This design comes from an exercise in tuning for small area, a short achievable clock period and few clock cycles per item on the open sky130 flow, not from production work. Only simulation tests tie the RTL to the original design; equivalence was not proved. Power is estimated from default activity; no workload was simulated.

==> flow/design.v <==
module data_mem_bank #(
  parameter int ADDR_W    = 8,
  parameter bit INIT_ZERO = 1
) (
  input  logic              clk,
  input  logic              rst_n,
  input  logic              req_valid,
  output logic              req_ready,
  input  logic              req_we,
  input  logic [2:0]        req_funct3,
  input  logic [ADDR_W-1:0] req_addr,
  input  logic [31:0]       req_wdata,
  output logic              resp_valid,
  input  logic              resp_ready,
  output logic [31:0]       resp_rdata,
  output logic              resp_err
);
  localparam int WORDS = 2 ** (ADDR_W - 2);
  logic [31:0] mem [WORDS];
  logic              stall;
  logic              s1_v;
  logic              s1_we;
  logic [2:0]        s1_f3;
  logic [1:0]        s1_addr;
  logic [WORDS-1:0]  s1_sel;
  logic [31:0]       s1_wdata;
  logic [1:0]        lane;
  logic              acc_err;
  logic [3:0]        be;
  logic [31:0]       wd;
  logic [WORDS-1:0]  sel;
  logic [31:0]       rd_word;
  logic              s2_v;
  logic [31:0]       s2_word;
  logic [1:0]        s2_lane;
  logic [2:0]        s2_f3;
  logic              s2_zero;
  logic              s2_err;
  logic [7:0]        rd_byte;
  logic [15:0]       rd_half;
  logic [31:0]       ld_data;
  assign stall     = resp_valid && !resp_ready;
  assign req_ready = !stall;
  always_ff @(posedge clk or negedge rst_n) begin
    if (!rst_n) begin
      s1_v <= 1'b0;
    end else if (!stall) begin
      s1_v <= req_valid;
    end
  end
  always_ff @(posedge clk) begin
    if (!stall) begin
      s1_we    <= req_we;
      s1_f3    <= req_funct3;
      s1_addr  <= req_addr[1:0];
      for (int w = 0; w < WORDS; w++) begin
        s1_sel[w] <= (req_addr[ADDR_W-1:2] == w[ADDR_W-3:0]);
      end
      s1_wdata <= req_wdata;
    end
  end
  always_comb begin
    acc_err = (s1_f3[1:0] == 2'b11) || (s1_f3 == 3'b110) || (s1_we && s1_f3[2]);
    case (s1_f3[1:0])
      2'b10:   lane = 2'b00;
      2'b01:   lane = {s1_addr[1], 1'b0};
      default: lane = s1_addr[1:0];
    endcase
  end
  always_comb begin
    case (s1_f3[1:0])
      2'b00: begin
        be = 4'b0001 << lane;
        wd = {4{s1_wdata[7:0]}};
      end
      2'b01: begin
        be = lane[1] ? 4'b1100 : 4'b0011;
        wd = {2{s1_wdata[15:0]}};
      end
      default: begin
        be = 4'b1111;
        wd = s1_wdata;
      end
    endcase
    if (acc_err || !s1_we || !s1_v) begin
      be = 4'b0000;
    end
  end
  assign sel = s1_sel;
  logic [31:0] rd_l1_n [WORDS/2];
  logic [31:0] rd_l2   [WORDS/8];
  logic [31:0] rd_l3_n [WORDS/16];
  for (genvar p = 0; p < WORDS / 2; p++) begin : g_l1
    for (genvar k = 0; k < 32/4; k++) begin : g_nib
      dmem_andor2_n u_l1 (
        .a (mem[2*p][4*k +: 4]),   .sa (sel[2*p]),
        .b (mem[2*p+1][4*k +: 4]), .sb (sel[2*p+1]),
        .y_n (rd_l1_n[p][4*k +: 4])
      );
    end
  end
  for (genvar q = 0; q < WORDS / 8; q++) begin : g_l2
    dmem_nand4 u_l2 (
      .a (rd_l1_n[4*q]),   .b (rd_l1_n[4*q+1]),
      .c (rd_l1_n[4*q+2]), .d (rd_l1_n[4*q+3]),
      .y (rd_l2[q])
    );
  end
  for (genvar h = 0; h < WORDS / 16; h++) begin : g_l3
    dmem_nor2 u_l3 (
      .a (rd_l2[2*h]), .b (rd_l2[2*h+1]),
      .y_n (rd_l3_n[h])
    );
  end
  dmem_nand4 u_l4 (
    .a (rd_l3_n[0]), .b (rd_l3_n[1]), .c (rd_l3_n[2]), .d (rd_l3_n[3]),
    .y (rd_word)
  );
  always_ff @(posedge clk) begin
    for (int w = 0; w < WORDS; w++) begin
      for (int b = 0; b < 4; b++) begin
        if (rst_n && sel[w] && be[b]) begin
          mem[w][b*8 +: 8] <= wd[b*8 +: 8];
        end
      end
    end
  end
  always_ff @(posedge clk or negedge rst_n) begin
    if (!rst_n) begin
      s2_v <= 1'b0;
    end else if (!stall) begin
      s2_v <= s1_v;
    end
  end
  always_ff @(posedge clk) begin
    if (!stall) begin
      s2_word <= rd_word;
      s2_lane <= lane;
      s2_f3   <= s1_f3;
      s2_zero <= s1_we || acc_err;
      s2_err  <= acc_err;
    end
  end
  always_comb begin
    case (s2_lane)
      2'd0:    rd_byte = s2_word[7:0];
      2'd1:    rd_byte = s2_word[15:8];
      2'd2:    rd_byte = s2_word[23:16];
      default: rd_byte = s2_word[31:24];
    endcase
    rd_half = s2_lane[1] ? s2_word[31:16] : s2_word[15:0];
    case (s2_f3)
      3'b000:  ld_data = {{24{rd_byte[7]}}, rd_byte};
      3'b100:  ld_data = {24'h0, rd_byte};
      3'b001:  ld_data = {{16{rd_half[15]}}, rd_half};
      3'b101:  ld_data = {16'h0, rd_half};
      3'b010:  ld_data = s2_word;
      default: ld_data = 32'h0;
    endcase
    if (s2_zero) begin
      ld_data = 32'h0;
    end
  end
  always_ff @(posedge clk or negedge rst_n) begin
    if (!rst_n) begin
      resp_valid <= 1'b0;
    end else if (!stall) begin
      resp_valid <= s2_v;
    end
  end
  always_ff @(posedge clk) begin
    if (!stall) begin
      resp_rdata <= ld_data;
      resp_err   <= s2_err;
    end
  end
endmodule
module dmem_andor2_n (
  input  logic [3:0] a,
  input  logic       sa,
  input  logic [3:0] b,
  input  logic       sb,
  output logic [3:0] y_n
);
  assign y_n = ~((a & {4{sa}}) | (b & {4{sb}}));
endmodule
module dmem_nand4 (
  input  logic [31:0] a,
  input  logic [31:0] b,
  input  logic [31:0] c,
  input  logic [31:0] d,
  output logic [31:0] y
);
  assign y = ~(a & b & c & d);
endmodule
module dmem_nor2 (
  input  logic [31:0] a,
  input  logic [31:0] b,
  output logic [31:0] y_n
);
  assign y_n = ~(a | b);
endmodule
==> flow/run.sh <==
#!/bin/bash
# synth_recipe.tcl (not shown) runs the flow's synth.tcl, then flattens the netlist and writes it again
# the make line also repeats each setting of config.mk as NAME=value (left out here)
make -C /OpenROAD-flow-scripts/flow DESIGN_CONFIG=/design/flow/config.mk WORK_HOME=/design/flow/orfs CLKGATE_MAP_FILE= SYNTH_SCRIPT=/design/flow/synth_recipe.tcl finish
==> flow/config.mk <==
export PLATFORM = sky130hd
export DESIGN_NAME = data_mem_bank
export DESIGN_NICKNAME = data_mem_bank
export VERILOG_FILES = /design/flow/design.v
export SDC_FILE = /design/flow/constraint.sdc
export NUM_CORES = 4
export LEC_CHECK = 0
export CAP_MARGIN = 5
export CORE_MARGIN = 2
export CORE_UTILIZATION = 45
export SETUP_SLACK_MARGIN = 1.85
export SLEW_MARGIN = 5
export SYNTH_HIERARCHICAL = 1
export SYNTH_MINIMUM_KEEP_SIZE = 0
==> flow/constraint.sdc <==
create_clock -name core_clock -period 4.2 [get_ports {clk}]
set_input_delay 0.8400 -clock core_clock [delete_from_list [all_inputs] [get_ports {clk}]]
set_output_delay 0.8400 -clock core_clock [all_outputs]
set_load 0.01 [all_outputs]
==> impl_metrics.csv, run 1 <==
group,metric,value,unit
placed_design,gp_congestion,0.9314,
final_layout,final_cells,7633,
floorplan,ios,83,
global_routing,grt_overflow,0,
timing,clock.fmax,381.6,MHz
global_routing,grtUsageMet3,6.756,%
drt,drt_iter0_drc,8757,
final_layout,drive_gt1_share,24.87,%
drt,via_count,50217,
drt,routed_via_density,6.579,
floorplan,num_rows,154,
yosys,synthesis.nets,4411,
yosys,syn_area,80240,sq um
timing,setup_tns,0,ns
status,status,"timing/DRC/antenna clean",
critical_path,cp_cell_sequence,"buf_6 > nand2b_4 > buf_6",
critical_path,worstSetupPathType,"register to output pin",
yosys,synth_top_family_by_area,"compound AO/OA/AOI/OAI gates",
critical_path,crit_path_top_delay_cell,"dfrtp_2",
clock_tree,cts_tree,"done",
yosys,synthXorXnorAreaFrac,0,%
final_layout,multiInputGateArea,16800,sq um
timing,final-setup-viol-count,0,
clock_tree,cts.sinks,2225,
drt,finalWirelength,274100,um
clock_tree,clock_tree.buffer_depth,3,
global_routing,grt_pass1_vias,47125,
yosys,synth_area_leaders,"edfxtp_1 (83%), a22oi_1 (9.8%), nand4_1 (2.3%), nor2_1 (1.5%), a21oi_1 (1.0%)",
yosys,synth_cell_type_count,34,
critical_path,worstPathRequired,3.36,ns
global_routing,track_usage,28.20,%
final_layout,register_area,66800,sq um
drt,ant_nets,0,
placed_design,pre_cts_ws,0.9512,ns
timing,timing.final.crit_share,62.39,%
placed_design,numPlacedInstances,6891,
final_layout,finish.utilization,57.05,%
timing,slew-limit-headroom,19.18,%
floorplan,die_h,426.3,um
clock_tree,root_buffer,"clkbuf_16",
timing,rsz0062_at_grt,"yes",
pwr,p_leak,31.39,nW
clock_tree,h-tree-depth,4,
yosys,synth_compound_area_share,11.05,%
run,maxCapViolations,0,
yosys,synth_top_area_share,83.15,%
floorplan,core_area,176700,sq um
clock_tree,clk_pin_slew,0.06,ns
drt,drc,0,
yosys,synthMuxAreaShare,0.4881,%
critical_path,path_max_fanout,2,
critical_path,crit_top_cell,"buf_6",
clock_tree,ctsHoldBuffers,0,
yosys,ys.warnings.count,12,
final_layout,fill_cells,12895,
final_layout,layout.nets,5146,
clock_tree,cts_buffers,215,
timing,hold_viol,0,
global_routing,antenna_found_initial,26,
critical_path,crit_path_max_incr_delay,0.48,ns
timing,clock_skew,0.03139,ns
floorplan,dieWidth,426.3,um
final_layout,syn2layout_area_growth,25.62,%
yosys,netlist_instances,4359,
timing,worst_slack,1.580,ns
yosys,synth_top_area_cell,"edfxtp_1",
yosys,synth_simple_gate_area_share,4.729,%
drt,first_pass_iters,6,
critical_path,start_kind,"register",
global_routing,grt_pass1_wl,357100,um
critical_path,cp.arrival,1.78,ns
global_routing,gr-usage-met1,36.88,%
critical_path,crit_path_end_kind,"output pin",
timing,slew_violations,0,
yosys,synth_adder_area_share,0.06237,%
drt,wl_per_cell,35.91,um
timing,period_needed,2.620,ns
global_routing,busiest_layer,"met2",
placed_design,place_hpwl,159800,um
pwr,peakVddDrop,0.4107,mV
timing,worst_pin_slew,1.212,ns
floorplan,initial_core_util,45.41,%
global_routing,grt_start_max_net_pins,82,
yosys,avgSynthCellArea,18.41,sq um
global_routing,grt.met2_usage,44.13,%
pwr,p_per_area,551.5,nW/um^2
placed_design,port_buffers,82,
hold_path,hp-class,"register to register",
clock_tree,clk_latency,0.86,ns
pwr,finalPower,55.59,mW
yosys,ys_seq_area_share,83.25,%
floorplan,die_area,181700,sq um
yosys,synth_seq_cells,2225,
## layout make-up
cell class                      count  share of cell area [%]
Sequential cell                  2225                   66.27
Antenna cell                       14                 0.03475
Tap cell                         2340                   2.905
Timing Repair Buffer              591                   7.086
Clock buffer                      264                   5.646
Clock inverter                    138                   1.369
Multi-Input combinational cell   2057                   16.67
Inverter                            4                 0.01862
## per-layer routing
layer	wire length [um]	vias up
li1	-	20141
met1	97090	25692
met3	32650	733
met5	120	-
met2	125900	3631
met4	18330	20
## worst paths after layout
check                                       startpoint                     end  slack, ns  cells past startpoint
worst max-delay path            resp_valid$_DFFE_PN0N_               req_ready       1.58                      3
worst min-delay path                  s2_err$_DFFE_PN_      resp_err$_DFFE_PN_       0.42                      0
worst max register to register      s1_f3[1]$_DFFE_PN_   mem[42][25]$_DFFE_PP_       1.59                      9
worst min register to register        s2_err$_DFFE_PN_      resp_err$_DFFE_PN_       0.42                      0
max in group asynchronous                        rst_n  resp_valid$_DFFE_PN0N_       2.98                      2
min in group asynchronous                        rst_n  resp_valid$_DFFE_PN0N_       0.43                      2
## through the flow
step           hold slack [ns]  area, sq um
2_1_floorplan           0.4003        80330
4_1_cts                 0.3325        98690
3_5_place_dp            0.4092        85520
3_3_place_gp            0.4096        85520
5_1_grt                 0.3940       100800
6_report                0.4228       100800
## Yosys stat by module, one instance, submodules excluded
module / area, sq um / flops+latches / cells / copies in the design
data_mem_bank: 70270 / 2225 / 2919 / 1
dmem_nand4: 200.2 / 0 / 32 / 9
dmem_andor2_n: 30.03 / 0 / 4 / 256
dmem_nor2: 120.1 / 0 / 32 / 4
## cell usage after synthesis
cell / count
nand3_1: 71
nor2_1: 323
nor2b_1: 6
or3b_2: 1
buf_2: 2
a222oi_1: 1
buf_1: 11
inv_1: 4
o21ai_1: 2
a211o_1: 1
mux2_4: 1
a21oi_1: 161
edfxtp_1: 2222
mux4_2: 1
nor4bb_1: 1
a22oi_1: 1049
or2_2: 3
nand2b_1: 8
o21ai_0: 3
a22o_1: 8
mux2i_1: 14
or3_1: 1
o21bai_1: 1
o22a_1: 7
a31oi_1: 1
dfrtp_1: 3
nand2_1: 68
ha_1: 4
nand4_1: 289
clkbuf_1: 66
buf_6: 2
nor3_1: 2
mux2_2: 19
nor3b_1: 3
## layout by cell type, fill, tap and decap left out, types with 23 or more instances in the layout
cell type        Yosys  final
buf_8                0     28
a21oi_1            161     24
a21oi_4              0     94
bufinv_16            0     27
buf_4                0    219
clkinv_1             0     55
nor2_4               0    137
nand3_4              0     64
a22oi_1           1049   1041
edfxtp_1          2222   2222
nor2_2               0     48
buf_6                2    125
buf_2                2     23
clkdlybuf4s50_1      0     45
a21oi_2              0     43
nor2_1             323    138
clkinv_2             0     40
nand4_1            289    289
nand2_1             68     48
clkbuf_1            66     43
clkbuf_16            0    237
buf_12               0    105
## power breakdown
| part | internal [mW] | switching [mW] | total, mW | leakage, nW |
|---|---|---|---|---|
| Sequential | 26.0 | 0.479 | 26.5 | 20.2 |
| Combinational | 2.59 | 7.01 | 9.61 | 7.71 |
| Clock | 11.2 | 8.23 | 19.5 | 3.45 |
## cell families (layout without fill, tap and decap cells)
family / after synthesis / count (layout)
AND/OR/NAND/NOR: 776 / 783
flip-flops: 2225 / 2225
other: 0 / 14
adder cells (fa/ha/maj): 4 / 4
multiplexers: 35 / 35
AO/OA/AOI/OAI: 1234 / 1235
buffers and inverters: 85 / 997
## repair_timing
item / CTS / global route
pin swaps: 36 / 65
setup buffers: 196 / 92
resized for setup: 881 / 159
endpoints found under the setup margin: 3500 / 2498
endpoints found under the hold margin: 0 / 0
cloned: 10 / 28
## worst max-delay path: cells and delay by family (launching register included)
family                 cells  cell delay (ns)
DFF                        1             0.48
buffers and inverters      2             0.28
and+or+nand+nor            1             0.17
## sequential cells by signal (all words and copies together), names as in the netlist
name        count
s2_f3           3
resp_err        1
s1_wdata       32
resp_rdata     32
s2_zero         1
s1_we           1
s1_addr         2
s1_f3           3
mem          2048
s2_v            1
s2_err          1
s2_lane         2
s1_v            1
resp_valid      1
s1_sel         64
s2_word        32
Testbench counts, summed over its fixed seeds: cycles 177,641, items 160,000.
==> inputs of run 2 (changes only) <==
--- a/flow/design.v
+++ b/flow/design.v
@@ -20,12 +20,15 @@
   logic              stall;
+  logic              resp_empty;
+  logic              in_err;
+  logic [1:0]        in_lane;
+  logic [3:0]        in_be;
+  logic [31:0]       in_wd;
   logic              s1_v;
-  logic              s1_we;
+  logic [3:0]        s1_be;
+  logic [WORDS-1:0]  s1_sel;
+  logic [31:0]       s1_wd;
+  logic [1:0]        s1_lane;
   logic [2:0]        s1_f3;
-  logic [1:0]        s1_addr;
-  logic [WORDS-1:0]  s1_sel;
-  logic [31:0]       s1_wdata;
-  logic [1:0]        lane;
-  logic              acc_err;
-  logic [3:0]        be;
-  logic [31:0]       wd;
+  logic              s1_zero;
+  logic              s1_err;
   logic [WORDS-1:0]  sel;
@@ -41,9 +44,36 @@
   logic [31:0]       ld_data;
-  assign stall     = resp_valid && !resp_ready;
-  assign req_ready = !stall;
-  always_ff @(posedge clk or negedge rst_n) begin
-    if (!rst_n) begin
-      s1_v <= 1'b0;
-    end else if (!stall) begin
-      s1_v <= req_valid;
+  assign stall     = !resp_empty && !resp_ready;
+  assign req_ready = !resp_valid || resp_ready;
+  always_comb begin
+    in_err = (req_funct3[1:0] == 2'b11) || (req_funct3 == 3'b110) || (req_we && req_funct3[2]);
+    case (req_funct3[1:0])
+      2'b10:   in_lane = 2'b00;
+      2'b01:   in_lane = {req_addr[1], 1'b0};
+      default: in_lane = req_addr[1:0];
+    endcase
+    case (req_funct3[1:0])
+      2'b00: begin
+        in_be = 4'b0001 << in_lane;
+        in_wd = {4{req_wdata[7:0]}};
+      end
+      2'b01: begin
+        in_be = in_lane[1] ? 4'b1100 : 4'b0011;
+        in_wd = {2{req_wdata[15:0]}};
+      end
+      default: begin
+        in_be = 4'b1111;
+        in_wd = req_wdata;
+      end
+    endcase
+    if (in_err || !req_we || !req_valid) begin
+      in_be = 4'b0000;
+    end
+  end
+  always_ff @(posedge clk or negedge rst_n) begin
+    if (!rst_n) begin
+      s1_v  <= 1'b0;
+      s1_be <= 4'b0000;
+    end else if (!stall) begin
+      s1_v  <= req_valid;
+      s1_be <= in_be;
     end
@@ -52,5 +82,2 @@
     if (!stall) begin
-      s1_we    <= req_we;
-      s1_f3    <= req_funct3;
-      s1_addr  <= req_addr[1:0];
       for (int w = 0; w < WORDS; w++) begin
@@ -58,30 +85,16 @@
       end
-      s1_wdata <= req_wdata;
-    end
-  end
-  always_comb begin
-    acc_err = (s1_f3[1:0] == 2'b11) || (s1_f3 == 3'b110) || (s1_we && s1_f3[2]);
-    case (s1_f3[1:0])
-      2'b10:   lane = 2'b00;
-      2'b01:   lane = {s1_addr[1], 1'b0};
-      default: lane = s1_addr[1:0];
-    endcase
-  end
-  always_comb begin
-    case (s1_f3[1:0])
-      2'b00: begin
-        be = 4'b0001 << lane;
-        wd = {4{s1_wdata[7:0]}};
-      end
-      2'b01: begin
-        be = lane[1] ? 4'b1100 : 4'b0011;
-        wd = {2{s1_wdata[15:0]}};
-      end
-      default: begin
-        be = 4'b1111;
-        wd = s1_wdata;
-      end
-    endcase
-    if (acc_err || !s1_we || !s1_v) begin
-      be = 4'b0000;
+      s1_wd   <= in_wd;
+      s1_lane <= in_lane;
+      s1_f3   <= req_funct3;
+      s1_zero <= req_we || in_err;
+      s1_err  <= in_err;
+    end
+  end
+  always_ff @(posedge clk) begin
+    for (int w = 0; w < WORDS; w++) begin
+      for (int b = 0; b < 4; b++) begin
+        if (s1_sel[w] && s1_be[b]) begin
+          mem[w][b*8 +: 8] <= s1_wd[b*8 +: 8];
+        end
+      end
     end
@@ -118,11 +131,2 @@
   );
-  always_ff @(posedge clk) begin
-    for (int w = 0; w < WORDS; w++) begin
-      for (int b = 0; b < 4; b++) begin
-        if (rst_n && sel[w] && be[b]) begin
-          mem[w][b*8 +: 8] <= wd[b*8 +: 8];
-        end
-      end
-    end
-  end
   always_ff @(posedge clk or negedge rst_n) begin
@@ -137,6 +141,6 @@
       s2_word <= rd_word;
-      s2_lane <= lane;
+      s2_lane <= s1_lane;
       s2_f3   <= s1_f3;
-      s2_zero <= s1_we || acc_err;
-      s2_err  <= acc_err;
+      s2_zero <= s1_zero;
+      s2_err  <= s1_err;
     end
@@ -170,2 +174,9 @@
   end
+  always_ff @(posedge clk or negedge rst_n) begin
+    if (!rst_n) begin
+      resp_empty <= 1'b1;
+    end else if (!stall) begin
+      resp_empty <= !s2_v;
+    end
+  end
   always_ff @(posedge clk) begin
==> run 2 against run 1 <==
Clock-buffer cell count up 1. Setup slack better by 0.082 ns. Synthesized cell count shrank 1.7%. Clock skew up 0.0025 ns. Via count decreased by 11%. Largest cell class unchanged. Sequential power is essentially flat. Critical endpoint is now resp_rdata[19]. Die area increased by 0.38%. Still clean.
==> impl_metrics.csv, run 2 <==
group,metric,value,unit
clock_tree,clk_latency,0.86,ns
final_layout,top_regs,"mem (2048), s1_sel (64)",
yosys,synth_seq_cells,2231,
timing,clock.fmax,393.9,MHz
critical_path,worstReg2RegEnd,"s2_word[13]$_DFFE_PN_",
global_routing,grt_pass1_vias,42856,
timing,timing.final.crit_share,60.44,%
yosys,netlist_top_cells_count,"edfxtp_1 (2,223), a22oi_1 (1,032), nand4_1 (289)",
critical_path,crit_path_top_delay_cell,"edfxtp_1",
clock_tree,cts.sinks,2231,
global_routing,grt_overflow,0,
status,status,"timing/DRC/antenna clean",
pwr,p_leak,29.05,nW
timing,rsz0062_at_grt,"yes",
pwr,p_int,37.39,mW
timing,worst_pin_slew,1.177,ns
clock_tree,root_buffer,"clkbuf_16",
final_layout,largest_reg_flops,2048,
final_layout,multiInputGateArea,13500,sq um
pwr,p_per_area,545.4,nW/um^2
global_routing,grt_start_max_net_pins,65,
critical_path,crit_path_max_incr_delay,0.63,ns
final_layout,fill_cells,14083,
critical_path,worstPathRequired,3.36,ns
yosys,ys_seq_area_share,83.12,%
hold_path,hp-class,"input port to asynchronous set/reset pin",
pwr,peakVddDrop,0.4179,mV
yosys,synthesis.nets,4338,
yosys,synthArstFlopShare,0.3586,%
drt,routed_via_density,6.135,
critical_path,crit_path_end_kind,"output pin",
final_layout,register_area,66970,sq um
final_layout,syn2layout_area_growth,15.09,%
pwr,power_frac_clock,35.7,%
floorplan,initial_core_util,45.19,%
yosys,syn_area,80550,sq um
timing,setup_tns,0,ns
timing,hold_viol,0,
drt,via_count,44750,
yosys,synth_ff_type,"edfxtp_1",
yosys,yosys.cell_count.top_type,"edfxtp_1",
drt,drt_iter0_drc,5084,
global_routing,grt_pass1_wl,309800,um
clock_tree,clock_tree.buffer_depth,3,
placed_design,place_hpwl,136000,um
yosys,synth_area_leaders,"edfxtp_1 (83%), a22oi_1 (9.6%), nand4_1 (2.2%), and2_1 (2.0%), nor2_1 (1.0%)",
critical_path,start_kind,"register",
floorplan,dieWidth,427.1,um
timing,period_needed,2.538,ns
clock_tree,cts_tree,"done",
clock_tree,cts_buffers,211,
floorplan,die_area,182400,sq um
placed_design,port_buffers,82,
pwr,pwr-share-seq,51.9,%
timing,clock_skew,0.03386,ns
floorplan,die_h,427.1,um
clock_tree,clk_pin_slew,0.06,ns
placed_design,placed_area,85260,sq um
global_routing,antenna_found_initial,19,
final_layout,final_cell_mix,"edfxtp_1 (2,223), a22oi_1 (1,032), nand4_1 (289)",
timing,final-setup-viol-count,0,
yosys,synth_top_area_share,82.87,%
critical_path,reg2reg_from,"s1_sel[7]$_DFFE_PN_",
pwr,swShare,26.06,%
pwr,combPwrFrac,12.4,%
drt,wl_per_cell,30.12,um
yosys,netlist_instances,4286,
critical_path,reg2regPathDepth,5,
final_layout,fin_area,92710,sq um
global_routing,track_usage,23.85,%
floorplan,core_area,178200,sq um
yosys,avgSynthCellArea,18.79,sq um
critical_path,critPathTopFamily,"flip-flops",
final_layout,layout.nets,4803,
critical_path,crit_buf_inv,1,
pwr,p_sw,13.18,mW
yosys,synth_cell_type_count,39,
run,maxCapViolations,0,
yosys,synth_edf_count,2223,
critical_path,path_max_fanout,1,
final_layout,drive_gt1_share,12.72,%
floorplan,num_rows,155,
yosys,synth_top_area_cell,"edfxtp_1",
final_layout,final_common_cell,"edfxtp_1",
drt,first_pass_iters,6,
clock_tree,h-tree-depth,4,
drt,ant_nets,0,
critical_path,cp_cell_sequence,"buf_2",
timing,slew-limit-headroom,21.56,%
critical_path,worstSetupPathType,"register to output pin",
floorplan,ios,83,
critical_path,r2r_slack,1.80,ns
yosys,ys.warnings.count,12,
drt,drc,0,
final_layout,regMostFlops,"mem",
placed_design,gp_congestion,0.8605,
timing,slew_violations,0,
critical_path,cp.arrival,1.70,ns
drt,finalWirelength,219700,um
[run 2: final cells by class]
type | count | area share (%)
Tap cell | 2355 | 3.178
Clock buffer | 265 | 5.937
Sequential cell | 2231 | 72.23
Antenna cell | 9 | 0.02429
Multi-Input combinational cell | 1995 | 14.57
Inverter | 5 | 0.02429
Timing Repair Buffer | 307 | 2.961
Clock inverter | 127 | 1.073
[run 2: cell families after synthesis]
kind of cell | after synthesis | share of synthesized area, %
flops | 2231 | 83.12
compound gates | 1104 | 10.25
simple gates | 844 | 5.699
buf+inv | 60 | 0.3169
mux | 43 | 0.5514
fa+ha+maj | 4 | 0.06214
[run 2: routing by layer]
layer | track usage [%] | share of wire, % | vias to the layer above
li1 | - | - | 19110
met1 | 32.51 | 40 | 23473
met2 | 38.78 | 49 | 1831
met3 | 4.343 | 7.6 | 330
met4 | 8.181 | 3.2 | 6
met5 | 0 | 0.015 | -
[run 2: through the flow]
step                hold slack [ns]  utilization (%)  instances  power (mW)  setup slack [ns]
floorplan                    0.3816                -       4286       29.38            0.1200
global placement             0.4056            47.84       6815       32.48            0.9290
detailed placement           0.4106            47.84       6815       32.57            0.9159
CTS                          0.2306            51.93       7279       50.68             1.611
global route                 0.2698            52.01       7289       51.98             1.653
finish                       0.2696            52.02       7294       50.56             1.662
[run 2: how the worst max path moves through the flow]
stage	start	end	slack [ns]	cells after the start
after floorplan	resp_ready	resp_err$_DFFE_PN_	0.12	2
after global placement	req_funct3[1]	s1_wd[16]$_DFFE_PN_	0.93	7
after detailed placement	req_funct3[1]	s1_wd[22]$_DFFE_PN_	0.92	7
after CTS	resp_rdata[19]$_SDFFCE_PP0N_	resp_rdata[19]	1.61	1
after global routing	resp_rdata[19]$_SDFFCE_PP0N_	resp_rdata[19]	1.65	1
final	resp_rdata[19]$_SDFFCE_PP0N_	resp_rdata[19]	1.66	1
[run 2: timing repair]
| action | CTS | global route |
|---|---|---|
| setup buffers | 72 | 6 |
| gates resized for setup | 179 | 19 |
| setup endpoints to repair | 110 | 32 |
| hold buffers | 0 | 0 |
[run 2: power groups by stage]
stage | Combinational [mW] | Sequential, mW | Clock, mW
global route | 6.55 | 26.3 | 19.1
detailed placement | 5.50 | 27.1 | 0
finish | 6.25 | 26.3 | 18.1
global placement | 5.43 | 27.1 | 0
floorplan | 1.81 | 27.6 | 0
CTS | 6.13 | 26.3 | 18.3
[run 2: per-module statistics from Yosys, one instance, submodules excluded]
module / area, sq um / flops+latches / cells
data_mem_bank: 70580 / 2231 / 2846
dmem_andor2_n: 30.03 / 0 / 4
dmem_nand4: 200.2 / 0 / 32
dmem_nor2: 120.1 / 0 / 32
Testbench counts of run 2, summed over its fixed seeds: cycles 177,641, items 160,000.
==> inputs of run 3 (changes only) <==
--- a/flow/config.mk
+++ b/flow/config.mk
@@ -10,2 +10,4 @@
 export CORE_UTILIZATION = 45
+export CTS_CLUSTER_DIAMETER = 100
+export CTS_CLUSTER_SIZE = 30
 export SETUP_SLACK_MARGIN = 1.85
==> run 3 against run 2 <==
Still clean. Via count fell by 2.1%. Sequential share of layout area rose by 3.4 points. Clock-buffer cell count fell by 170. Sequential power barely moved. Maximum frequency rose by 2.8%. Total power fell by 16%. Core utilization fell by 2.3 points. Critical path depth did not move. Clock skew rose by 0.016 ns. Die area did not move. Worst hold slack improved by 0.099 ns. Critical endpoint unchanged. Largest power group unchanged. Highest routed layer unchanged.
==> impl_metrics.csv, run 3 <==
group,metric,value,unit
yosys,synth_seq_cells,2231,
pwr,power_frac_clock,23.5,%
final_layout,largest_reg_flops,2048,
timing,clock.fmax,405.0,MHz
final_layout,final_cells,7002,
drt,ant_nets,0,
yosys,synth_top_area_share,82.87,%
drt,drc,0,
global_routing,antenna_found_initial,17,
pwr,pwr-share-seq,61.7,%
final_layout,finish.utilization,49.67,%
timing,period_needed,2.469,ns
drt,routed_via_density,6.258,
timing,worst_pin_slew,1.171,ns
timing,clock_skew,0.04998,ns
timing,final-setup-viol-count,0,
pwr,swShare,26.58,%
yosys,synthesis.nets,4338,
global_routing,grt_start_max_net_pins,65,
critical_path,crit_buf_inv,1,
final_layout,regMostFlops,"mem",
placed_design,gp_congestion,0.8605,
global_routing,grt_pass1_vias,41420,
critical_path,crit_path_end_kind,"output pin",
floorplan,core_area,178200,sq um
critical_path,path_max_fanout,1,
pwr,peakVddDrop,0.3552,mV
yosys,ys_seq_area_share,83.12,%
timing,timing.final.crit_share,58.79,%
critical_path,cp.arrival,1.63,ns
drt,via_count,43820,
final_layout,syn2layout_area_growth,9.912,%
clock_tree,h-tree-depth,3,
clock_tree,ctsHoldBuffers,0,
yosys,synth_area_leaders,"edfxtp_1 (83%), a22oi_1 (9.6%), nand4_1 (2.2%), and2_1 (2.0%), nor2_1 (1.0%)",
final_layout,final_cell_mix,"edfxtp_1 (2,223), a22oi_1 (1,032), nand4_1 (289)",
clock_tree,root_buffer,"clkbuf_16",
floorplan,num_rows,155,
final_layout,drive_gt1_share,8.966,%
critical_path,crit_path_top_delay_cell,"edfxtp_1",
floorplan,die_h,427.1,um
clock_tree,clock_tree.buffer_depth,3,
critical_path,start_kind,"register",
hold_path,hp-class,"input port to asynchronous set/reset pin",
yosys,avgSynthCellArea,18.79,sq um
status,status,"timing/DRC/antenna clean",
timing,hold_viol,0,
clock_tree,cts_tree,"done",
placed_design,place_hpwl,136000,um
timing,setup_tns,0,ns
critical_path,cp_cell_sequence,"clkbuf_2",
critical_path,r2r_slack,1.78,ns
yosys,synth_cell_type_count,39,
yosys,synth_edf_count,2223,
placed_design,numPlacedInstances,6815,
drt,first_pass_iters,5,
pwr,p_int,31.20,mW
critical_path,worstPathRequired,3.36,ns
pwr,combPwrFrac,14.8,%
yosys,synthArstFlopShare,0.3586,%
yosys,yosys.cell_count.top_type,"edfxtp_1",
yosys,netlist_top_cells_count,"edfxtp_1 (2,223), a22oi_1 (1,032), nand4_1 (289)",
final_layout,final_common_cell,"edfxtp_1",
placed_design,port_buffers,82,
timing,rsz0062_at_grt,"yes",
floorplan,ios,83,
clock_tree,cts.sinks,2231,
timing,slew-limit-headroom,21.96,%
pwr,p_sw,11.30,mW
drt,drt_iter0_drc,5362,
drt,wl_per_cell,30.91,um
critical_path,crit_path_max_incr_delay,0.65,ns
pwr,p_leak,27.00,nW
clock_tree,clk_latency,0.76,ns
run,maxCapViolations,0,
yosys,synth_ff_type,"edfxtp_1",
global_routing,track_usage,23.35,%
drt,finalWirelength,216400,um
yosys,syn_area,80550,sq um
yosys,netlist_instances,4286,
floorplan,die_area,182400,sq um
timing,slew_violations,0,
floorplan,dieWidth,427.1,um
global_routing,grt_overflow,0,
floorplan,initial_core_util,45.19,%
clock_tree,cts_buffers,84,
critical_path,worstSetupPathType,"register to output pin",
final_layout,top_regs,"mem (2048), s1_sel (64)",
yosys,ys.warnings.count,12,
final_layout,layout.nets,4680,
critical_path,critPathTopFamily,"flip-flops",
global_routing,grt_pass1_wl,303600,um
yosys,synth_top_area_cell,"edfxtp_1",
clock_tree,clk_pin_slew,0.12,ns
pwr,p_per_area,480.0,nW/um^2
## run 3: repair_timing
| item | CTS | global route |
|---|---|---|
| endpoints found under the setup margin | 108 | 50 |
| gates resized for setup | 117 | 21 |
| buffers inserted | 71 | 11 |
## run 3: through the flow
step | power (mW) | hold WS, ns | worst slack (ns) | cell area, sq um
after floorplan | 29.38 | 0.3816 | 0.1200 | 80560
after global placement | 32.48 | 0.4056 | 0.9290 | 85260
after detailed placement | 32.57 | 0.4106 | 0.9159 | 85260
after CTS | 42.51 | 0.3431 | 1.603 | 88360
after global routing | 43.66 | 0.3692 | 1.733 | 88520
final | 42.49 | 0.3689 | 1.731 | 88530
## run 3: cells by family after synthesis
logic type      after synthesis  synth area share (%)
mux                          43                0.5514
buf+inv                      60                0.3169
simple gates                844                 5.699
flops                      2231                 83.12
fa+ha+maj                     4               0.06214
compound gates             1104                 10.25
## run 3: path summary, 6_finish.rpt
kind / start / to / cells past startpoint
max: resp_rdata[19]$_SDFFCE_PP0N_ / resp_rdata[19] / 1
min: rst_n / s1_be[0]$_DFFE_PN0N_ / 1
max reg2reg: s1_sel[28]$_DFFE_PN_ / s2_word[23]$_DFFE_PN_ / 5
min reg2reg: s1_f3[2]$_DFFE_PN_ / s2_f3[2]$_DFFE_PN_ / 0
max in group asynchronous: rst_n / resp_empty$_DFFE_PN1N_ / 1
min in group core_clock: s1_f3[2]$_DFFE_PN_ / s2_f3[2]$_DFFE_PN_ / 0
## run 3: power groups by stage
stage | clock, mW | sequential (mW) | combinational (mW)
after global placement | 0 | 27.1 | 5.43
after global routing | 10.8 | 26.3 | 6.59
after floorplan | 0 | 27.6 | 1.81
after CTS | 10.1 | 26.2 | 6.15
after detailed placement | 0 | 27.1 | 5.50
final | 10.0 | 26.2 | 6.28
## run 3: layout make-up
type,count,area [sq um]
diodes,7,17.52
clock buffers,95,2165
clock inverters,3,33.78
fillers,14449,89690
inverters,5,22.52
multi-input cells,1995,13480
flip-flops and latches,2231,66970
well taps,2355,2947
repair buffers,311,2897
## run 3: per-layer routing
layer / track usage (%) / vias up / wire length [um]
li1: - / 18651 / -
met1: 32.13 / 23061 / 85940
met2: 38.59 / 1830 / 106300
met3: 3.767 / 276 / 17270
met4: 6.725 / 2 / 6883
met5: 0 / - / 8
## run 3: modules after synthesis (local to each module, per instance)
| module | cells | copies in the design | cell area, sq um |
|---|---|---|---|
| data_mem_bank | 2846 | 1 | 70580 |
| dmem_nand4 | 32 | 9 | 200.2 |
| dmem_andor2_n | 4 | 256 | 30.03 |
| dmem_nor2 | 32 | 4 | 120.1 |
==> inputs of run 4 (changes only) <==
--- a/flow/config.mk
+++ b/flow/config.mk
@@ -12,2 +12,3 @@
 export CTS_CLUSTER_SIZE = 30
+export PLACE_DENSITY = 0.75
 export SETUP_SLACK_MARGIN = 1.85
==> run 4 against run 3 <==
Synthesized cell count did not move. Routed wire length decreased by 11%. Clock power hardly changed. Setup slack improved by 0.13 ns. Total power down 1.5%. Critical path type is now register to register. Largest power group unchanged. Final area decreased by 0.32%. Via count barely moved. Sequential power barely moved. Worst hold slack better by 0.0088 ns. Die area unchanged. Critical endpoint is now s2_word[23]$_DFFE_PN_. Sequential cell count unchanged.
==> impl_metrics.csv, run 4 <==
group,metric,value,unit
status,status,"timing/DRC/antenna clean",
critical_path,r2r_slack,1.86,ns
clock_tree,clk_pin_slew,0.11,ns
final_layout,largest_reg_flops,2048,
drt,via_count,43781,
placed_design,place_hpwl,124400,um
floorplan,core_area,178200,sq um
yosys,synth_edf_count,2223,
placed_design,gp_congestion,0.9169,
final_layout,regMostFlops,"mem",
critical_path,crit_path_max_incr_delay,0.48,ns
critical_path,crit_path_end_kind,"register",
yosys,avgSynthCellArea,18.79,sq um
timing,hold_viol,0,
yosys,ys.warnings.count,12,
pwr,p_per_area,474.4,nW/um^2
drt,drc,0,
floorplan,die_area,182400,sq um
critical_path,crit_buf_inv,1,
yosys,synth_top_area_cell,"edfxtp_1",
drt,drt_iter0_drc,6098,
critical_path,crit_top_cell,"nand4_1",
timing,clock.fmax,426.9,MHz
global_routing,grt_overflow,0,
pwr,peakVddDrop,0.3260,mV
timing,slew-limit-headroom,3.123,%
drt,wl_per_cell,27.49,um
timing,worst_slack,1.858,ns
clock_tree,clk_latency,0.74,ns
drt,wl_met2,94950,um
timing,period_needed,2.342,ns
floorplan,dieWidth,427.1,um
drt,top_layer,"met5",
critical_path,worstPathRequired,4.58,ns
yosys,synthArstFlopShare,0.3586,%
critical_path,cp.arrival,2.72,ns
drt,ant_nets,0,
drt,wl_met3,19310,um
final_layout,final_common_cell,"edfxtp_1",
critical_path,start_kind,"register",
timing,final-setup-viol-count,0,
yosys,netlist_instances,4286,
clock_tree,cts_tree,"done",
final_layout,fin_area,88250,sq um
critical_path,crit_path_top_delay_cell,"edfxtp_1",
yosys,syn_area,80550,sq um
global_routing,grt_pass1_wl,278300,um
placed_design,placed_area,84990,sq um
drt,wl_met1,71370,um
clock_tree,root_buffer,"clkbuf_16",
clock_tree,h-tree-depth,3,
yosys,netlist_top_cells_count,"edfxtp_1 (2,223), a22oi_1 (1,032), nand4_1 (289)",
timing,rsz0062_at_grt,"no",
clock_tree,cts.sinks,2231,
final_layout,drive_gt1_share,7.957,%
run,maxCapViolations,0,
critical_path,critPathTopFamily,"simple AND/OR/NAND/NOR gates",
critical_path,path_max_fanout,30,
floorplan,num_rows,155,
drt,first_pass_iters,5,
drt,routed_via_density,6.271,
yosys,yosys.cell_count.top_type,"edfxtp_1",
final_layout,final_cell_mix,"edfxtp_1 (2,223), a22oi_1 (1,032), nand4_1 (289)",
clock_tree,ctsHoldBuffers,0,
yosys,synth_area_leaders,"edfxtp_1 (83%), a22oi_1 (9.6%), nand4_1 (2.2%), and2_1 (2.0%), nor2_1 (1.0%)",
global_routing,antenna_found_initial,2,
yosys,synth_seq_cells,2231,
timing,setup_tns,0,ns
placed_design,port_buffers,82,
yosys,synth_ff_type,"edfxtp_1",
critical_path,worstReg2RegEnd,"s2_word[23]$_DFFE_PN_",
timing,clock_skew,0.03338,ns
critical_path,cp_cell_sequence,"buf_4 > a22oi_1 > nand4_1 > nor2_1 > nand4_1",
final_layout,layout.nets,4665,
timing,timing.final.crit_share,55.77,%
pwr,p_leak,26.89,nW
floorplan,ios,83,
final_layout,top_regs,"mem (2048), s1_sel (64)",
final_layout,finish.utilization,49.52,%
yosys,synth_cell_type_count,39,
yosys,synthesis.nets,4338,
hold_path,hp-class,"input port to asynchronous set/reset pin",
timing,slew_violations,0,
global_routing,grt_pass1_vias,41858,
floorplan,die_h,427.1,um
critical_path,reg2reg_from,"s1_sel[16]$_DFFE_PN_",
global_routing,track_usage,20.61,%
clock_tree,clock_tree.buffer_depth,3,
timing,worst_pin_slew,1.453,ns
critical_path,reg2regPathDepth,5,
final_layout,syn2layout_area_growth,9.564,%
placed_design,pre_cts_ws,0.8572,ns
floorplan,initial_core_util,45.19,%
yosys,ys_seq_area_share,83.12,%
global_routing,grt_start_max_net_pins,177,
yosys,synth_top_area_share,82.87,%
drt,finalWirelength,191900,um
critical_path,worstSetupPathType,"register to register",
clock_tree,cts_buffers,84,
## run 4: metrics by stage
step	power (mW)	hold WS, ns	std cells
4_1_cts	41.73	0.3442	6958
3_5_place_dp	32.06	0.4075	6785
5_1_grt	42.94	0.3949	6981
3_3_place_gp	31.88	0.4066	6785
6_report	41.86	0.3777	6981
2_1_floorplan	29.38	0.3816	4286
## run 4: what timing repair did
action	4_1_cts	5_1_grt
gates resized for setup	82	15
endpoints found under the setup margin	94	48
buffers inserted	75	22
## run 4: cells by family after synthesis
logic type / Yosys count / share of synthesized area, %
adder cells (fa/ha/maj): 4 / 0.06214
buffers and inverters: 60 / 0.3169
AND/OR/NAND/NOR: 844 / 5.699
flip-flops: 2231 / 83.12
AO/OA/AOI/OAI: 1104 / 10.25
multiplexers: 43 / 0.5514
## run 4: power breakdown
part,switching [mW],internal (mW)
clock,6.12,3.78
sequential,0.509,25.9
combinational,4.03,1.57
## run 4: cell type report
| class | count | area, sq um |
|---|---|---|
| Antenna cell | 1 | 2.502 |
| Clock buffer | 95 | 2207 |
| Clock inverter | 3 | 33.78 |
| Fill cell | 13899 | 89970 |
| Inverter | 5 | 22.52 |
| Multi-Input combinational cell | 1995 | 13390 |
| Sequential cell | 2231 | 66960 |
| Tap cell | 2355 | 2947 |
| Timing Repair Buffer | 296 | 2684 |
## run 4: routing by layer
metal | up-vias | GRT usage, %
met4 | 2 | 6.884
met5 | - | 0
met3 | 284 | 3.749
li1 | 18600 | -
met2 | 2296 | 34.31
met1 | 22599 | 27.44
## run 4: worst max-delay path by stage
stage,startpoint,endpoint,slack (ns),cells after the start
after floorplan,resp_ready,resp_err$_DFFE_PN_,0.12,2
after global placement,req_funct3[1],s1_wd[20]$_DFFE_PN_,0.96,5
after detailed placement,req_funct3[1],s1_wd[17]$_DFFE_PN_,0.86,5
after CTS,resp_rdata[25]$_SDFFCE_PP0N_,resp_rdata[25],1.85,1
after global routing,resp_ready,req_ready,1.86,3
final,s1_sel[16]$_DFFE_PN_,s2_word[23]$_DFFE_PN_,1.86,5
## run 4: per-module statistics from Yosys, one instance, submodules excluded
| module | cells inside | area (sq um) |
|---|---|---|
| dmem_nor2 | 32 | 120.1 |
| dmem_andor2_n | 4 | 30.03 |
| dmem_nand4 | 32 | 200.2 |
| data_mem_bank | 2846 | 70580 |
==> inputs of run 5 (changes only) <==
--- a/flow/config.mk
+++ b/flow/config.mk
@@ -10,5 +10,4 @@
 export CORE_UTILIZATION = 45
-export CTS_CLUSTER_DIAMETER = 100
-export CTS_CLUSTER_SIZE = 30
-export PLACE_DENSITY = 0.75
+export CTS_CLUSTER_DIAMETER = 90
+export CTS_CLUSTER_SIZE = 26
 export SETUP_SLACK_MARGIN = 1.85
==> run 5 against run 4 <==
Critical path type is now register to output pin. Non-clock buffer count is 12 higher. Die area unchanged. Critical path depth is 4 lower. Still clean on timing, DRC and antenna. Sequential cell count did not move. Routed wire length rose by 13%. Clock power grew 9%. Combinational power is 12% higher. Via count is 0.19% lower. Register-to-register slack lost 0.03 ns. First-iteration DRC count fell by 12%. Global-route usage up 2.8 points.
==> impl_metrics.csv, run 5 <==
group,metric,value,unit
status,status,"timing/DRC/antenna clean",
yosys,synth_seq_cells,2231,
clock_tree,cts_buffers,96,
yosys,netlist_instances,4286,
critical_path,crit_path_start,"resp_rdata[19]$_SDFFCE_PP0N_",
clock_tree,clk_pin_slew,0.10,ns
timing,clock.fmax,407.9,MHz
pwr,p_per_area,486.9,nW/um^2
critical_path,path_max_fanout,1,
yosys,avgSynthCellArea,18.79,sq um
pwr,p_leak,27.15,nW
floorplan,num_rows,155,
drt,routed_via_density,6.229,
timing,final-setup-viol-count,0,
clock_tree,ctsHoldBuffers,0,
pwr,power_frac_clock,24.9,%
timing,slew-limit-headroom,18.77,%
timing,worst_slack,1.748,ns
timing,hold_viol,0,
final_layout,fill_cells,14386,
critical_path,crit_buf_inv,1,
yosys,ys.warnings.count,12,
global_routing,grt_pass1_wl,304000,um
yosys,synth_edf_count,2223,
floorplan,die_h,427.1,um
critical_path,cp.arrival,1.61,ns
final_layout,final_common_cell,"edfxtp_1",
final_layout,drive_gt1_share,9.491,%
final_layout,syn2layout_area_growth,10.30,%
critical_path,cp_cell_sequence,"buf_2",
critical_path,crit_path_end_kind,"output pin",
critical_path,worstPathRequired,3.36,ns
floorplan,initial_core_util,45.19,%
drt,finalWirelength,216800,um
yosys,ys_seq_area_share,83.12,%
floorplan,ios,83,
yosys,synth_top_area_share,82.87,%
final_layout,layout.nets,4689,
timing,timing.final.crit_share,58.38,%
yosys,synthArstFlopShare,0.3586,%
clock_tree,clk_latency,0.76,ns
yosys,syn_area,80550,sq um
pwr,p_int,31.77,mW
run,maxCapViolations,0,
global_routing,track_usage,23.37,%
pwr,swShare,26.55,%
floorplan,die_area,182400,sq um
placed_design,place_hpwl,136000,um
critical_path,start_kind,"register",
hold_path,hp-class,"input port to asynchronous set/reset pin",
clock_tree,cts.sinks,2231,
drt,drt_iter0_drc,5387,
clock_tree,h-tree-depth,3,
global_routing,antenna_found_initial,19,
yosys,synth_cell_type_count,39,
timing,setup_tns,0,ns
final_layout,top_regs,"mem (2048), s1_sel (64)",
critical_path,crit_path_max_incr_delay,0.63,ns
critical_path,critPathTopFamily,"flip-flops",
yosys,synth_top_area_cell,"edfxtp_1",
timing,holdWs,0.3596,ns
timing,slew_violations,0,
placed_design,port_buffers,82,
floorplan,dieWidth,427.1,um
global_routing,grt_pass1_vias,41443,
final_layout,largest_reg_flops,2048,
pwr,p_sw,11.49,mW
timing,period_needed,2.452,ns
pwr,peakVddDrop,0.3487,mV
drt,wl_per_cell,30.90,um
yosys,netlist_top_cells_count,"edfxtp_1 (2,223), a22oi_1 (1,032), nand4_1 (289)",
clock_tree,cts_tree,"done",
clock_tree,root_buffer,"clkbuf_16",
yosys,synth_ff_type,"edfxtp_1",
yosys,synth_area_leaders,"edfxtp_1 (83%), a22oi_1 (9.6%), nand4_1 (2.2%), and2_1 (2.0%), nor2_1 (1.0%)",
critical_path,crit_path_top_delay_cell,"edfxtp_1",
final_layout,regMostFlops,"mem",
pwr,combPwrFrac,14.4,%
placed_design,pre_cts_ws,0.9159,ns
critical_path,worstSetupPathType,"register to output pin",
drt,via_count,43698,
pwr,pwr-share-seq,60.6,%
timing,worst_pin_slew,1.218,ns
global_routing,grt_start_max_net_pins,65,
critical_path,reg2reg_from,"s1_sel[7]$_DFFE_PN_",
timing,rsz0062_at_grt,"yes",
clock_tree,clock_tree.buffer_depth,3,
floorplan,core_area,178200,sq um
global_routing,grt_overflow,0,
placed_design,gp_congestion,0.8605,
yosys,synthesis.nets,4338,
yosys,yosys.cell_count.top_type,"edfxtp_1",
timing,clock_skew,0.03678,ns
final_layout,final_cell_mix,"edfxtp_1 (2,223), a22oi_1 (1,032), nand4_1 (289)",
drt,ant_nets,0,
drt,first_pass_iters,5,
drt,drc,0,
-- run 5: cell counts after synthesis --
Identical to the previous run, type by type.
-- run 5: layout make-up --
class,instances,area [sq um],share of cell area [%]
diodes,3,7.507,0.008450
clock buffers,109,2494,2.807
clock inverters,9,96.34,0.1084
inverters,5,22.52,0.02535
multi-input cells,1995,13500,15.19
flip-flops and latches,2231,66970,75.37
well taps,2355,2947,3.316
repair buffers,308,2815,3.169
-- run 5: stage by stage --
step / cell area, sq um / util (%) / power (mW) / instances
after floorplan: 80560 / - / 29.38 / 4286
after global placement: 85260 / 47.84 / 32.48 / 6815
after detailed placement: 85260 / 47.84 / 32.57 / 6815
after CTS: 88600 / 49.71 / 43.26 / 6997
after global routing: 88840 / 49.85 / 44.42 / 7014
final: 88850 / 49.85 / 43.26 / 7015
-- run 5: per-layer routing --
| metal | global-route usage, % | wire, um | vias to the layer above |
|---|---|---|---|
| li1 | - | - | 18677 |
| met1 | 32.38 | 86660 | 23043 |
| met2 | 38.68 | 106600 | 1684 |
| met3 | 3.600 | 16800 | 290 |
| met4 | 6.320 | 6668 | 4 |
| met5 | 0 | 27 | - |
-- run 5: logic make-up after synthesis --
logic type / share of synthesized area, %
flip-flops: 83.12
AO/OA/AOI/OAI: 10.25
multiplexers: 0.5514
AND/OR/NAND/NOR: 5.699
buffers and inverters: 0.3169
adder cells (fa/ha/maj): 0.06214
-- run 5: final timing paths --
kind                            slack [ns]                     end  cells after the start
worst max-delay path                  1.75          resp_rdata[19]                      1
worst min-delay path                  0.36        s2_v$_DFFE_PN0N_                      1
worst max register to register        1.83   s2_word[13]$_DFFE_PN_                      5
worst min register to register        0.43      s2_f3[2]$_DFFE_PN_                      0
max in group asynchronous             3.53  resp_empty$_DFFE_PN1N_                      1
min in group core_clock               0.43      s2_f3[2]$_DFFE_PN_                      0
-- run 5: power groups by stage --
stage	registers, mW	logic [mW]	clock network [mW]
finish	26.2	6.25	10.8
global route	26.3	6.55	11.6
CTS	26.3	6.05	10.9
detailed placement	27.1	5.50	0
global placement	27.1	5.43	0
floorplan	27.6	1.81	0
-- run 5: modules after synthesis, one instance, submodules excluded --
| module | cells | flip-flops and latches | copies in the design | area [sq um] |
|---|---|---|---|---|
| dmem_andor2_n | 4 | 0 | 256 | 30.03 |
| dmem_nor2 | 32 | 0 | 4 | 120.1 |
| dmem_nand4 | 32 | 0 | 9 | 200.2 |
| data_mem_bank | 2846 | 2231 | 1 | 70580 |
-- run 5: timing repair --
action	in CTS	in global routing
resized for setup	142	21
setup endpoints to repair	121	42
setup buffers	64	15
cloned	0	0
==> inputs of run 6 (changes only) <==
--- a/flow/design.v
+++ b/flow/design.v
@@ -27,3 +27,4 @@
   logic [3:0]        s1_be;
-  logic [WORDS-1:0]  s1_sel;
+  logic [7:0]        s1_hi;
+  logic [7:0]        s1_lo;
   logic [31:0]       s1_wd;
@@ -82,4 +83,5 @@
     if (!stall) begin
-      for (int w = 0; w < WORDS; w++) begin
-        s1_sel[w] <= (req_addr[ADDR_W-1:2] == w[ADDR_W-3:0]);
+      for (int i = 0; i < 8; i++) begin
+        s1_hi[i] <= (req_addr[ADDR_W-1:5] == i[2:0]);
+        s1_lo[i] <= (req_addr[4:2] == i[2:0]);
       end
@@ -95,3 +97,3 @@
       for (int b = 0; b < 4; b++) begin
-        if (s1_sel[w] && s1_be[b]) begin
+        if (sel[w] && s1_be[b]) begin
           mem[w][b*8 +: 8] <= s1_wd[b*8 +: 8];
@@ -101,3 +103,7 @@
   end
-  assign sel = s1_sel;
+  always_comb begin
+    for (int w = 0; w < WORDS; w++) begin
+      sel[w] = s1_hi[w / 8] && s1_lo[w % 8];
+    end
+  end
   logic [31:0] rd_l1_n [WORDS/2];
--- a/flow/config.mk
+++ b/flow/config.mk
@@ -10,4 +10,2 @@
 export CORE_UTILIZATION = 45
-export CTS_CLUSTER_DIAMETER = 90
-export CTS_CLUSTER_SIZE = 26
 export SETUP_SLACK_MARGIN = 1.85
==> run 6 against run 5 <==
Synthesized cell count down 0.96%. Worst hold slack got worse by 0.026 ns. Clock-buffer cell count increased by 151. Combinational power shrank 2%. Clock power up 64%. Critical path depth increased by 5. Cell count is 1.9% higher. Critical endpoint is now s2_word[20]$_DFFE_PN_.
==> impl_metrics.csv, run 6 <==
group,metric,value,unit
status,status,"timing/DRC/antenna clean",
placed_design,gp_congestion,0.8580,
clock_tree,ctsHoldBuffers,0,
yosys,ys.warnings.count,12,
timing,worst_pin_slew,1.138,ns
critical_path,crit_path_end_kind,"register",
floorplan,die_area,179500,sq um
yosys,synth_seq_cells,2183,
pwr,p_leak,28.98,nW
timing,rsz0062_at_grt,"yes",
drt,routed_via_density,6.191,
clock_tree,cts_buffers,212,
floorplan,ios,83,
yosys,synth_edf_count,2175,
placed_design,place_hpwl,133400,um
critical_path,path_max_fanout,31,
placed_design,placed_area,83620,sq um
critical_path,worstSetupPathType,"register to register",
yosys,synth_top_area_share,82.41,%
final_layout,final_common_cell,"edfxtp_1",
hold_path,hp-class,"input port to asynchronous set/reset pin",
clock_tree,root_buffer,"clkbuf_16",
global_routing,grt_pass1_vias,42711,
clock_tree,cts.sinks,2183,
yosys,ys_seq_area_share,82.67,%
pwr,finalPower,49.27,mW
yosys,synth_cell_type_count,41,
timing,timing.final.crit_share,56.86,%
timing,period_needed,2.388,ns
final_layout,drive_gt1_share,15.08,%
drt,wl_per_cell,29.86,um
pwr,p_per_area,538.2,nW/um^2
floorplan,die_h,423.7,um
timing,hold_viol,0,
timing,worst_slack,1.812,ns
yosys,netlist_instances,4245,
drt,first_pass_iters,5,
critical_path,cp.arrival,2.98,ns
critical_path,reg2reg_from,"s1_lo[6]$_DFFE_PN_",
final_layout,syn2layout_area_growth,15.51,%
drt,drt_iter0_drc,5382,
placed_design,pre_cts_ws,1.086,ns
run,maxCapViolations,0,
timing,final-setup-viol-count,0,
drt,drc,0,
yosys,avgSynthCellArea,18.67,sq um
final_layout,finish.utilization,52.15,%
timing,clock.fmax,418.7,MHz
final_layout,fin_area,91540,sq um
global_routing,grt_pass1_wl,302300,um
placed_design,numPlacedInstances,6688,
final_layout,layout.nets,4673,
global_routing,grt_start_max_net_pins,66,
final_layout,largest_reg_flops,2048,
final_layout,final_cells,7147,
yosys,synthesis.nets,4297,
timing,slew-limit-headroom,24.12,%
placed_design,port_buffers,82,
yosys,synth_area_leaders,"edfxtp_1 (82%), a22oi_1 (9.9%), nand4_1 (2.3%), and3_1 (2.0%), nor2_1 (0.66%)",
yosys,syn_area,79250,sq um
critical_path,start_kind,"register",
global_routing,track_usage,23.19,%
yosys,synth_top_area_cell,"edfxtp_1",
pwr,peakVddDrop,0.3712,mV
timing,setup_tns,0,ns
yosys,synth_ff_type,"edfxtp_1",
critical_path,r2r_slack,1.81,ns
clock_tree,h-tree-depth,4,
critical_path,worstReg2RegEnd,"s2_word[20]$_DFFE_PN_",
critical_path,worstPathRequired,4.79,ns
global_routing,grt_overflow,0,
floorplan,core_area,175500,sq um
clock_tree,clk_latency,0.86,ns
drt,ant_nets,0,
final_layout,regMostFlops,"mem",
floorplan,dieWidth,423.7,um
final_layout,final_cell_mix,"edfxtp_1 (2,175), a22oi_1 (987), nand4_1 (288)",
timing,clock_skew,0.05577,ns
clock_tree,clk_pin_slew,0.06,ns
timing,holdWs,0.3336,ns
drt,finalWirelength,213400,um
yosys,netlist_top_cells_count,"edfxtp_1 (2,175), a22oi_1 (1,045), nand4_1 (288)",
timing,slew_violations,0,
floorplan,initial_core_util,45.15,%
floorplan,num_rows,154,
clock_tree,cts_tree,"done",
yosys,yosys.cell_count.top_type,"edfxtp_1",
drt,via_count,44244,
critical_path,reg2regPathDepth,6,
yosys,synthArstFlopShare,0.3665,%
global_routing,antenna_found_initial,17,
clock_tree,clock_tree.buffer_depth,3,
[run 6: changes by cell type after synthesis, moves of 13 or more]
| cell | change |
|---|---|
| a22oi_1 | +13 |
| and3_1 | +258 |
| mux2i_1 | -30 |
| and2_1 | -192 |
| nor2_1 | -83 |
| a21oi_1 | +17 |
| a21oi_2 | -17 |
| clkbuf_1 | +52 |
| edfxtp_1 | -48 |
[run 6: worst max path at each step]
stage                                             from                     to  slack (ns)  cells past startpoint
after CTS                           s1_lo[4]$_DFFE_PN_  s2_word[27]$_DFFE_PN_        1.77                      7
final                               s1_lo[6]$_DFFE_PN_  s2_word[20]$_DFFE_PN_        1.81                      6
after detailed placement            s1_hi[7]$_DFFE_PN_  s2_word[27]$_DFFE_PN_        1.09                      6
after global routing      resp_rdata[26]$_SDFFCE_PP0N_         resp_rdata[26]        1.82                      1
after floorplan                             resp_ready     resp_err$_DFFE_PN_        0.85                      2
after global placement                   req_funct3[0]    s1_wd[20]$_DFFE_PN_        1.13                      6
[run 6: what timing repair did]
item	in CTS	in global routing
pin swaps	28	75
gates resized for setup	321	130
gates cloned	2	5
buffers inserted	39	13
setup endpoints to repair	100	88
[run 6: final cells by class]
type	count	area (sq um)
clock inverter	120	879.6
clock buffer	260	5507
antenna	20	50.05
fill	13884	83990
multi-input combinational	1952	14210
tap	2340	2928
timing repair buffer	266	2412
inverter	6	26.28
sequential	2183	65520
[run 6: per-layer routing]
metal	wire, um	track usage, %
met5	0	0
met4	5972	7.177
met3	16320	3.645
met2	105000	37.87
met1	86030	32.16
[run 6: worst max-delay path, stage by stage (launching register included)]
cell      delay [ns]
edfxtp_1        0.50
buf_12          0.23
and2_2          0.44
a22oi_1         0.26
nand4_1         0.18
nor2_2          0.31
nand4_1         0.13
[run 6: where the power goes]
group	total, mW	internal, mW	switching, mW
logic	6.14	1.59	4.55
clock network	17.7	9.72	8.02
registers	25.4	25.1	0.297
[run 6: cells by family after synthesis]
group	after synthesis	share of synthesized area, %
AO/OA/AOI/OAI	1104	10.36
adder cells (fa/ha/maj)	4	0.06316
flip-flops	2183	82.67
AND/OR/NAND/NOR	823	5.944
buffers and inverters	111	0.5526
multiplexers	20	0.4089
[run 6: modules after synthesis, one instance, submodules excluded]
module	copies in the design	cell area [sq um]
data_mem_bank	1	69280
dmem_nand4	9	200.2
dmem_nor2	4	120.1
dmem_andor2_n	256	30.03
Testbench counts of run 6, summed over its fixed seeds: cycles 177,641, items 160,000.
==> inputs of run 7 (changes only) <==
--- a/flow/config.mk
+++ b/flow/config.mk
@@ -9,3 +9,3 @@
 export CORE_MARGIN = 2
-export CORE_UTILIZATION = 45
+export CORE_UTILIZATION = 60
 export SETUP_SLACK_MARGIN = 1.85
==> run 7 against run 6 <==
Clock-buffer cell count up 16. Clock power increased by 2%. Synthesized area did not move. Total power increased by 3.0%. Worst hold slack better by 0.052 ns. Clock skew decreased by 0.034 ns. Routed wire length grew 13%. Sequential power about the same. Critical path type unchanged. Highest routed layer is now met5.
==> impl_metrics.csv, run 7 <==
group,metric,value,unit
final_layout,largest_reg_flops,2048,
final_layout,layout.nets,4754,
clock_tree,cts_tree,"done",
critical_path,r2r_slack,1.77,ns
final_layout,fin_area,91770,sq um
yosys,ys_seq_area_share,82.67,%
pwr,peakVddDrop,0.4893,mV
drt,routed_via_density,7.062,
critical_path,worstSetupEndpoint,"s2_word[25]$_DFFE_PN_",
timing,clock.fmax,410.8,MHz
pwr,p_leak,29.51,nW
clock_tree,clk_pin_slew,0.06,ns
drt,first_pass_iters,6,
floorplan,dieWidth,367.4,um
critical_path,worstPathRequired,4.73,ns
yosys,synth_seq_cells,2183,
critical_path,start_kind,"register",
placed_design,placed_area,83160,sq um
critical_path,worstSetupPathType,"register to register",
final_layout,final_cells,6639,
drt,via_count,46882,
clock_tree,clk_latency,0.82,ns
timing,slew_violations,0,
hold_path,hp-class,"input port to asynchronous set/reset pin",
global_routing,grt_overflow,0,
drt,drt_iter0_drc,7387,
critical_path,path_max_fanout,10,
yosys,netlist_top_cells_count,"edfxtp_1 (2,175), a22oi_1 (1,045), nand4_1 (288)",
floorplan,ios,83,
critical_path,worstReg2RegEnd,"s2_word[25]$_DFFE_PN_",
timing,clock_skew,0.02195,ns
run,maxCapViolations,0,
yosys,synthArstFlopShare,0.3665,%
final_layout,fill_cells,8384,
global_routing,grt_pass1_wl,327200,um
timing,final-setup-viol-count,0,
placed_design,numPlacedInstances,6131,
final_layout,regMostFlops,"mem",
global_routing,antenna_found_initial,31,
yosys,synth_edf_count,2175,
drt,finalWirelength,241900,um
critical_path,crit_path_start,"s1_lo[2]$_DFFE_PN_",
yosys,synth_top_area_cell,"edfxtp_1",
yosys,synth_top_area_share,82.41,%
yosys,synth_cell_type_count,41,
yosys,avgSynthCellArea,18.67,sq um
yosys,synthesis.nets,4297,
drt,drc,0,
timing,setup_tns,0,ns
yosys,netlist_instances,4245,
timing,slew-limit-headroom,31.28,%
placed_design,port_buffers,82,
critical_path,crit_path_end_kind,"register",
clock_tree,cts.sinks,2183,
clock_tree,h-tree-depth,4,
timing,hold_viol,0,
clock_tree,cts_buffers,209,
floorplan,die_h,367.4,um
pwr,p_per_area,552.8,nW/um^2
floorplan,initial_core_util,60.36,%
final_layout,syn2layout_area_growth,15.80,%
global_routing,grt_start_max_net_pins,129,
status,status,"timing/DRC/antenna clean",
critical_path,cp.arrival,2.96,ns
floorplan,num_rows,133,
timing,timing.final.crit_share,57.96,%
clock_tree,clock_tree.buffer_depth,3,
clock_tree,root_buffer,"clkbuf_16",
timing,rsz0062_at_grt,"yes",
final_layout,final_cell_mix,"edfxtp_1 (2,175), a22oi_1 (988), nand4_1 (288)",
yosys,syn_area,79250,sq um
yosys,ys.warnings.count,12,
timing,period_needed,2.434,ns
global_routing,track_usage,34.73,%
pwr,finalPower,50.73,mW
placed_design,gp_congestion,0.8880,
floorplan,core_area,131300,sq um
critical_path,reg2regPathDepth,8,
final_layout,drive_gt1_share,15.89,%
yosys,yosys.cell_count.top_type,"edfxtp_1",
yosys,synth_ff_type,"edfxtp_1",
critical_path,reg2reg_from,"s1_lo[2]$_DFFE_PN_",
drt,wl_per_cell,36.44,um
yosys,synth_area_leaders,"edfxtp_1 (82%), a22oi_1 (9.9%), nand4_1 (2.3%), and3_1 (2.0%), nor2_1 (0.66%)",
final_layout,final_common_cell,"edfxtp_1",
global_routing,grt_pass1_vias,43156,
drt,ant_nets,0,
clock_tree,ctsHoldBuffers,0,
placed_design,place_hpwl,140900,um
timing,worst_pin_slew,1.031,ns
floorplan,die_area,135000,sq um
## run 7: cell counts after synthesis
Identical to the previous run, type by type.
## run 7: Yosys stat by module, one instance, submodules excluded
module         times used  flip-flops and latches
dmem_andor2_n         256                       0
dmem_nand4              9                       0
dmem_nor2               4                       0
data_mem_bank           1                    2183
## run 7: cell families (layout without fill, tap and decap cells)
group	after synthesis	after routing	share of synthesized area [%]
buffers and inverters	111	703	0.5526
and+or+nand+nor	823	858	5.944
DFF	2183	2183	82.67
muxes	20	20	0.4089
other	0	12	0
adders and majority gates	4	4	0.06316
AOI/OAI and AO/OA	1104	1104	10.36
## run 7: how the worst min path moves through the flow
| stage | startpoint | endpoint | slack, ns | depth (start not counted) |
|---|---|---|---|---|
| floorplan | s2_v$_DFFE_PN0N_ | resp_empty$_DFFE_PN1N_ | 0.38 | 1 |
| global placement | s2_v$_DFFE_PN0N_ | resp_empty$_DFFE_PN1N_ | 0.40 | 1 |
| detailed placement | s2_v$_DFFE_PN0N_ | resp_empty$_DFFE_PN1N_ | 0.40 | 1 |
| CTS | rst_n | resp_valid$_DFFE_PN0N_ | 0.34 | 1 |
| global route | rst_n | resp_valid$_DFFE_PN0N_ | 0.39 | 1 |
| finish | rst_n | resp_valid$_DFFE_PN0N_ | 0.39 | 1 |
## run 7: final cells by class
cell class                 instances  area, sq um  share of cell area (%)
sequential                      2183        65530                   71.40
timing repair buffer             316         2962                   3.227
inverter                           6        26.28                 0.02863
clock inverter                   105        825.8                  0.8998
clock buffer                     276         5704                   6.216
tap                             1755         2196                   2.393
antenna                           12        30.03                 0.03272
multi-input combinational       1986        14500                   15.80
## run 7: repair_timing
item	4_1_cts	5_1_grt
gates cloned	17	21
pin swaps	54	87
endpoints found under the setup margin	110	64
gates resized for setup	318	104
buffers inserted	42	35
## run 7: worst max-delay path, stage by stage (launching register included)
cell	delay (ns)
edfxtp_1	0.39
buf_4	0.19
buf_4	0.17
and2_4	0.20
buf_4	0.18
a22oi_2	0.24
nand4_1	0.26
nor2_4	0.36
nand4_1	0.14
## run 7: stage by stage
stage	util [%]	hold WS, ns	setup slack (ns)
2_1_floorplan	-	0.3816	0.8454
3_3_place_gp	63.34	0.4010	0.7487
3_5_place_dp	63.34	0.4001	0.8154
4_1_cts	69.19	0.3444	1.744
5_1_grt	69.88	0.3895	1.788
6_report	69.90	0.3852	1.766
## run 7: power by group
group / switching (mW) / leakage [nW] / internal (mW)
Combinational: 5.38 / 6.56 / 1.81
Clock: 7.80 / 3.20 / 10.3
Sequential: 0.308 / 19.8 / 25.1
## run 7: metal layers
metal / part of all wire, % / routed length (um) / track usage [%] / up-vias
li1: - / - / - / 19157
met1: 37 / 89790 / 49.61 / 24143
met2: 47 / 113200 / 53.31 / 3110
met3: 12 / 29600 / 8.127 / 452
met4: 3.7 / 9058 / 11.91 / 20
met5: 0.10 / 245 / 0.6766 / -

static timing again, ports no longer ideal:
No port has a modelled driver above. Below, the same layouts with a new extraction and two added sets of constraints.
Step 1, drivers: a clkbuf_16 drives clk and a buf_2 each remaining input, both assumed.
Step 2 also shifts input and output timing later by t, the mid clock arrival at the registers, as if the neighbouring blocks saw the same clock.
Slacks: ideal ports / drivers / drivers and shift; pairs: ideal ports / drivers.
run | t (ns) | setup slack, ns | slew at the worst register clock pin (ns)
run 1 | 0.934 | 1.580 / 1.488 / 1.076 | 0.07 / 0.07
run 2 | 0.923 | 1.662 / 1.581 / 1.073 | 0.07 / 0.07
run 3 | 0.820 | 1.731 / 1.642 / 1.273 | 0.12 / 0.12
run 4 | 0.811 | 1.858 / 1.798 / 1.334 | 0.11 / 0.11
run 5 | 0.833 | 1.748 / 1.660 / 1.250 | 0.11 / 0.11
run 6 | 0.917 | 1.812 / 1.789 / 1.236 | 0.07 / 0.07
run 7 | 0.891 | 1.766 / 1.704 / 1.050 | 0.07 / 0.07
After both steps setup and hold are still met in every run listed. The setup slack of run 7, which loses most, moves by -0.062 ns with the drivers and by -0.716 ns with both steps.
